Background: an optimization exercise with open tools, aiming at small area and a short achievable clock period. Do not read the settings as production practice.
In this exercise RTL edits were held to simulation tests only and were not proved equivalent to the original.

$ cat flow/run.sh
#!/bin/bash
# synth_recipe.tcl (not shown) runs the flow's synth.tcl, then flattens the netlist and writes it again
# the make line also repeats each setting of config.mk as NAME=value (left out here)
make -C /OpenROAD-flow-scripts/flow DESIGN_CONFIG=/design/flow/config.mk WORK_HOME=/design/flow/orfs CLKGATE_MAP_FILE= SYNTH_SCRIPT=/design/flow/synth_recipe.tcl finish
$ cat flow/config.mk
export PLATFORM = sky130hd
export DESIGN_NAME = fir_filter
export DESIGN_NICKNAME = fir_filter
export VERILOG_FILES = /design/flow/design.v
export SDC_FILE = /design/flow/constraint.sdc
export NUM_CORES = 4
export LEC_CHECK = 0
export CAP_MARGIN = 20
export CORE_MARGIN = 2
export CORE_UTILIZATION = 40
export SLEW_MARGIN = 20
$ cat flow/constraint.sdc
create_clock -name core_clock -period 12.5 [get_ports {clk}]
set_input_delay 2.5000 -clock core_clock [delete_from_list [all_inputs] [get_ports {clk}]]
set_output_delay 2.5000 -clock core_clock [all_outputs]
set_load 0.01 [all_outputs]
$ cat flow/design.v
package fir_pkg;
    localparam int WD_IN   = 24;
    localparam int WD_OUT  = 24;
    localparam int WD_COEF = 16;
    localparam int N_TAPS  = 16;
    localparam int FRAC    = 15;
    localparam int WD_ACC  = 44;
    typedef logic signed [WD_IN-1:0]   sample_t;
    typedef logic signed [WD_COEF-1:0] coef_t;
    typedef logic signed [WD_ACC-1:0]  acc_t;
    localparam logic [N_TAPS*WD_COEF-1:0] COEFS = {
        -16'sd64,   -16'sd128,  16'sd0,     16'sd512,
        16'sd1536,  16'sd3072,  16'sd4608,  16'sd6848,
        16'sd6848,  16'sd4608,  16'sd3072,  16'sd1536,
        16'sd512,   16'sd0,     -16'sd128,  -16'sd64
    };
endpackage
module fir_mac
(
    input  logic [fir_pkg::N_TAPS*fir_pkg::WD_IN-1:0] taps,
    output logic [fir_pkg::WD_OUT-1:0]       y
);
    localparam fir_pkg::acc_t RND     = fir_pkg::acc_t'(2 ** (fir_pkg::FRAC - 1));
    localparam fir_pkg::acc_t SAT_MAX = fir_pkg::acc_t'(2 ** (fir_pkg::WD_OUT - 1) - 1);
    localparam fir_pkg::acc_t SAT_MIN = fir_pkg::acc_t'(-(2 ** (fir_pkg::WD_OUT - 1)));
    fir_pkg::acc_t    acc;
    fir_pkg::acc_t    rnd;
    fir_pkg::acc_t    shr;
    fir_pkg::sample_t xk;
    always_comb begin
        acc = '0;
        xk  = '0;
        for (int k = 0; k < fir_pkg::N_TAPS; k++) begin
            xk  = fir_pkg::sample_t'(taps[k*fir_pkg::WD_IN +: fir_pkg::WD_IN]);
            acc = acc + fir_pkg::acc_t'(xk) * fir_pkg::acc_t'($signed(fir_pkg::COEFS[k*fir_pkg::WD_COEF +: fir_pkg::WD_COEF]));
        end
        rnd = acc + RND;
        shr = rnd >>> fir_pkg::FRAC;
        if (shr > SAT_MAX) begin
            y = {1'b0, {(fir_pkg::WD_OUT-1){1'b1}}};
        end else if (shr < SAT_MIN) begin
            y = {1'b1, {(fir_pkg::WD_OUT-1){1'b0}}};
        end else begin
            y = shr[fir_pkg::WD_OUT-1:0];
        end
    end
endmodule
module fir_filter
(
    input  logic              clk,
    input  logic              rst_n,
    input  logic [fir_pkg::WD_IN-1:0]  data_in,
    output logic [fir_pkg::WD_OUT-1:0] data_out
);
    fir_pkg::sample_t                 x_q [fir_pkg::N_TAPS];
    fir_pkg::sample_t                 x_d [fir_pkg::N_TAPS];
    logic [fir_pkg::N_TAPS*fir_pkg::WD_IN-1:0] taps;
    logic [fir_pkg::WD_OUT-1:0]       mac_y;
    logic [fir_pkg::WD_OUT-1:0]       data_out_d;
    logic [fir_pkg::WD_OUT-1:0]       data_out_q;
    always_comb begin
        x_d[0] = fir_pkg::sample_t'(data_in);
        for (int k = 1; k < fir_pkg::N_TAPS; k++) begin
            x_d[k] = x_q[k-1];
        end
    end
    always_comb begin
        taps = '0;
        for (int k = 0; k < fir_pkg::N_TAPS; k++) begin
            taps[k*fir_pkg::WD_IN +: fir_pkg::WD_IN] = x_q[k];
        end
    end
    fir_mac u_mac (
        .taps (taps),
        .y    (mac_y)
    );
    assign data_out_d = mac_y;
    always_ff @(posedge clk or posedge rst_n) begin
        if (rst_n) begin
            for (int k = 0; k < fir_pkg::N_TAPS; k++) begin
                x_q[k] <= '0;
            end
            data_out_q <= '0;
        end else begin
            for (int k = 0; k < fir_pkg::N_TAPS; k++) begin
                x_q[k] <= x_d[k];
            end
            data_out_q <= data_out_d;
        end
    end
    assign data_out = data_out_q;
endmodule
==> summary.md <==
| Metric | Value |
|---|---|
| Critical Path RT | 12.99 ns |
| Synth warnings | 4 |
| Flops & latches, synth | 408 |
| CTS Root Cell | clkbuf_16 |
| Clock sinks | 408 |
| CP max FO | 23 |
| R2R Setup Slk | 0.66 ns |
| Post-DRT Antenna Nets | 0 |
| Fraction of registers with async set/reset | 100% |
| Area grow syn2layout | 9.46% |
| CTS Buffer Depth | 3 |
| Setup Skew | 0.0195 ns |
| CTS H-tree lvls | 2 |
| Final Max Tran Viols | 0 |
| CTS tree | yes |
| Mapped Cells | 3635 |
| Die H | 316 µm |
| Syn Area/Cell | 10.7 µm² |
| Vias in the first global route | 25700 |
| Crit Path Class | reg2reg |
| Status | no timing/DRC/antenna violations |
| FF-to-FF End | data_out_q[12] |
| Max-slew headroom | 30.8% |
| Post-cts resize count | 0 |
| Total CTS buffers | 45 |
| RD Place Congestion | 0.886 |
| CTS Hold Bufs | 0 |
| RSZ-0062 raised after global routing | no |
| Post-synth top area share | 27.6% |
| Fin crit share | 94.7% |
| Slowest cell on crit path | a2111oi_1 |
| First-pass GRT wire length | 144 mm |
| Insertion delay to the later sink of the worst-skew pair | 0.60 ns |
| Post-DP HPWL | 75.5 mm |
| Detail-routed net length per standard cell | 17.7 µm |
| R2R depth | 38 |
| Final setup violation count | 0 |
| Placed cells | 4953 |
| Syn nets | 4671 |
| Fmax | 84.5 MHz |
| Cell area after synthesis | 38900 µm² |
| DRT iter0 DRCs | 1546 |
| HP Class | reg2reg |
| Period minus WS final | 11.84 ns |
| Top cell by count, worst path | fa_1 |
| Design area | 42600 µm² |
| Commonest non-fill, non-tap cell in the layout | inv_1 |
| Layout Cells excl Fill | 5035 |
| Initial antenna violation count | 0 |
| Worst hold start | x_q[13][15] |
| Largest net degree at the start of global routing | 161 |
| Seq/Total Area, Yosys | 26.2% |
| Number of flops mapped to enable cells by yosys | 0 |
| Cell taking the most area after synthesis | fa_1 |
| Least-Margin Pin Slew | 1.03 ns |
| Initial Util | 40.3% |
| Vias | 24800 |
| First-pass DRT Iterations | 5 |
| Reg2reg start | x_q[8][0] |
| Drt drc | 0 |
| Grt ovf | 0 |
| Setup WS pre-CTS | 0.601 ns |
| Die width | 316 µm |
| I/O pin count | 50 |
| Fin nets | 4760 |
| Endpoints failing hold | 0 |
| Worst stage delay on the critical path | 0.69 ns |
| Via/cell ratio | 4.93 |
| Largest cells by area after synthesis | fa_1 (28%), dfrtp_1 (26%), ha_1 (15%), inv_1 (7.7%), xnor2_1 (4.1%) |
| Worst Hold Path EP | x_q[14][15] |
| CP Launch Type | flip-flop |
| Clock transition at path regs | 0.06 ns |
| Ys flop type | dfrtp_1 |
| Synth unique cells | 75 |
| GRT Total Usage | 18.8% |
| Share of post-route cells with drive strength above 1 | 3.70% |
| Post-Route WL | 89.3 mm |
| Hold Path Stages | 0 |
| Final TNS setup | 0 ns |
| Post-CTS Setup Repair Bufs | 0 |
| Core area | 96600 µm² |
| Critical Path AT | 12.33 ns |
| Final WS setup | 0.660 ns |
| PortBufs | 49 |
| Cell area after placement | 41100 µm² |
| Count of max-cap constraint violations | 0 |
| Setup crit end kind | flip-flop |
| Number of core rows | 114 |
| Most frequent cells in the layout | inv_1 (802), fa_1 (537), ha_1 (473) |
| Die Area | 99900 µm² |
| ANT cells | 0 |
-- synthesized netlist by cell type (11+ instances only) --
master	n
a21o_1	73
nor2_1	149
nor2b_1	24
or3_1	29
and3_1	18
nor3_1	65
dfrtp_1	408
ha_1	473
inv_1	803
xnor2_1	182
o21a_1	28
nor4_1	18
nand3_1	42
o31ai_1	29
o21ai_2	18
o31a_1	12
fa_1	537
nand2b_1	28
o21ai_0	84
o211ai_1	16
or2_2	14
a21oi_1	162
nand4_1	11
xor2_1	112
a211oi_1	11
o21bai_1	19
nand2_1	126
a31oi_1	15
-- area by class of cell --
class | instances | area, µm²
Inverter | 803 | 3020
Multi-Input combinational cell | 2403 | 25600
Sequential cell | 408 | 10200
Timing Repair Buffer | 63 | 633
Fill cell | 9094 | 53900
Clock buffer | 61 | 1280
Clock inverter | 21 | 283
Tap cell | 1276 | 1600
-- cell families after synthesis --
logic type | count (synthesis) | share of synthesized area (%)
AOI/OAI and AO/OA | 536 | 9.11
DFF | 408 | 26.2
and+or+nand+nor | 558 | 7.04
adders and majority gates | 1010 | 42.8
muxes | 4 | 0.106
xor gates and xnor gates | 295 | 6.67
buffers and inverters | 824 | 8.06
-- metrics by stage --
| stage | util, % | hold WS, ns |
|---|---|---|
| 2_1_floorplan | - | 0.331 |
| 3_3_place_gp | 42.5 | 0.332 |
| 3_5_place_dp | 42.5 | 0.335 |
| 4_1_cts | 44.2 | 0.323 |
| 5_1_grt | 44.2 | 0.326 |
| 6_report | 44.2 | 0.337 |
-- critical path, delay by kind of cell, from the launching register on --
family	cells	cell delay, ns
simple gates	3	0.68
fa+ha+maj	12	5.31
compound gates	13	3.68
flops	1	0.47
buf+inv	8	0.75
xor+xnor	2	0.81
-- sequential cells by signal, indices dropped and copies added, names as in the netlist --
name and count:
data_out_q 24, x_q 384
-- layer usage --
metal / wire length, µm / vias up / track usage, % / share of wire, %
li1: - / 11900 / - / -
met1: 40000 / 12400 / 25.7 / 45
met2: 43900 / 420 / 31.8 / 49
met3: 2900 / 95 / 1.81 / 3.2
met4: 2510 / 0 / 5.23 / 2.8
met5: 0 / - / 0 / 0
-- worst max path at each step --
stage | from | end | slack [ns] | cells past startpoint
global route | x_q[7][5] | data_out_q[11] | 0.14 | 41
floorplan | x_q[7][5] | data_out_q[10] | 1.89 | 34
finish | x_q[8][0] | data_out_q[12] | 0.66 | 38
detailed placement | x_q[8][0] | data_out_q[11] | 0.60 | 38
CTS | x_q[8][0] | data_out_q[11] | 0.53 | 38
global placement | x_q[8][3] | data_out_q[11] | 0.70 | 36

==> re-timing with driven ports <==
The results above use ideal ports. As a check the final layout listed here was re-extracted and re-timed, cells and wires unchanged. Step 1 sets driving cells, clkbuf_16 on the clock port and buf_2 on the other inputs (assumed; they add their load-dependent delay and slew). Step 2, shift: input delay + t, output delay - t, t = (earliest + latest rising clock arrival at the registers) / 2. This alone moves slack from input paths to output paths. a / b / c = ideal ports / drivers / drivers and shift; a / b = the first two.
t (ns): 0.657
setup slack, ns: 0.660 / 0.660 / 0.660
slew at the worst register clock pin (ns): 0.07 / 0.07
After both steps this run still meets setup and hold. For this run, drivers alone change the setup slack by 0.000 ns; drivers and shift together by 0.000 ns.
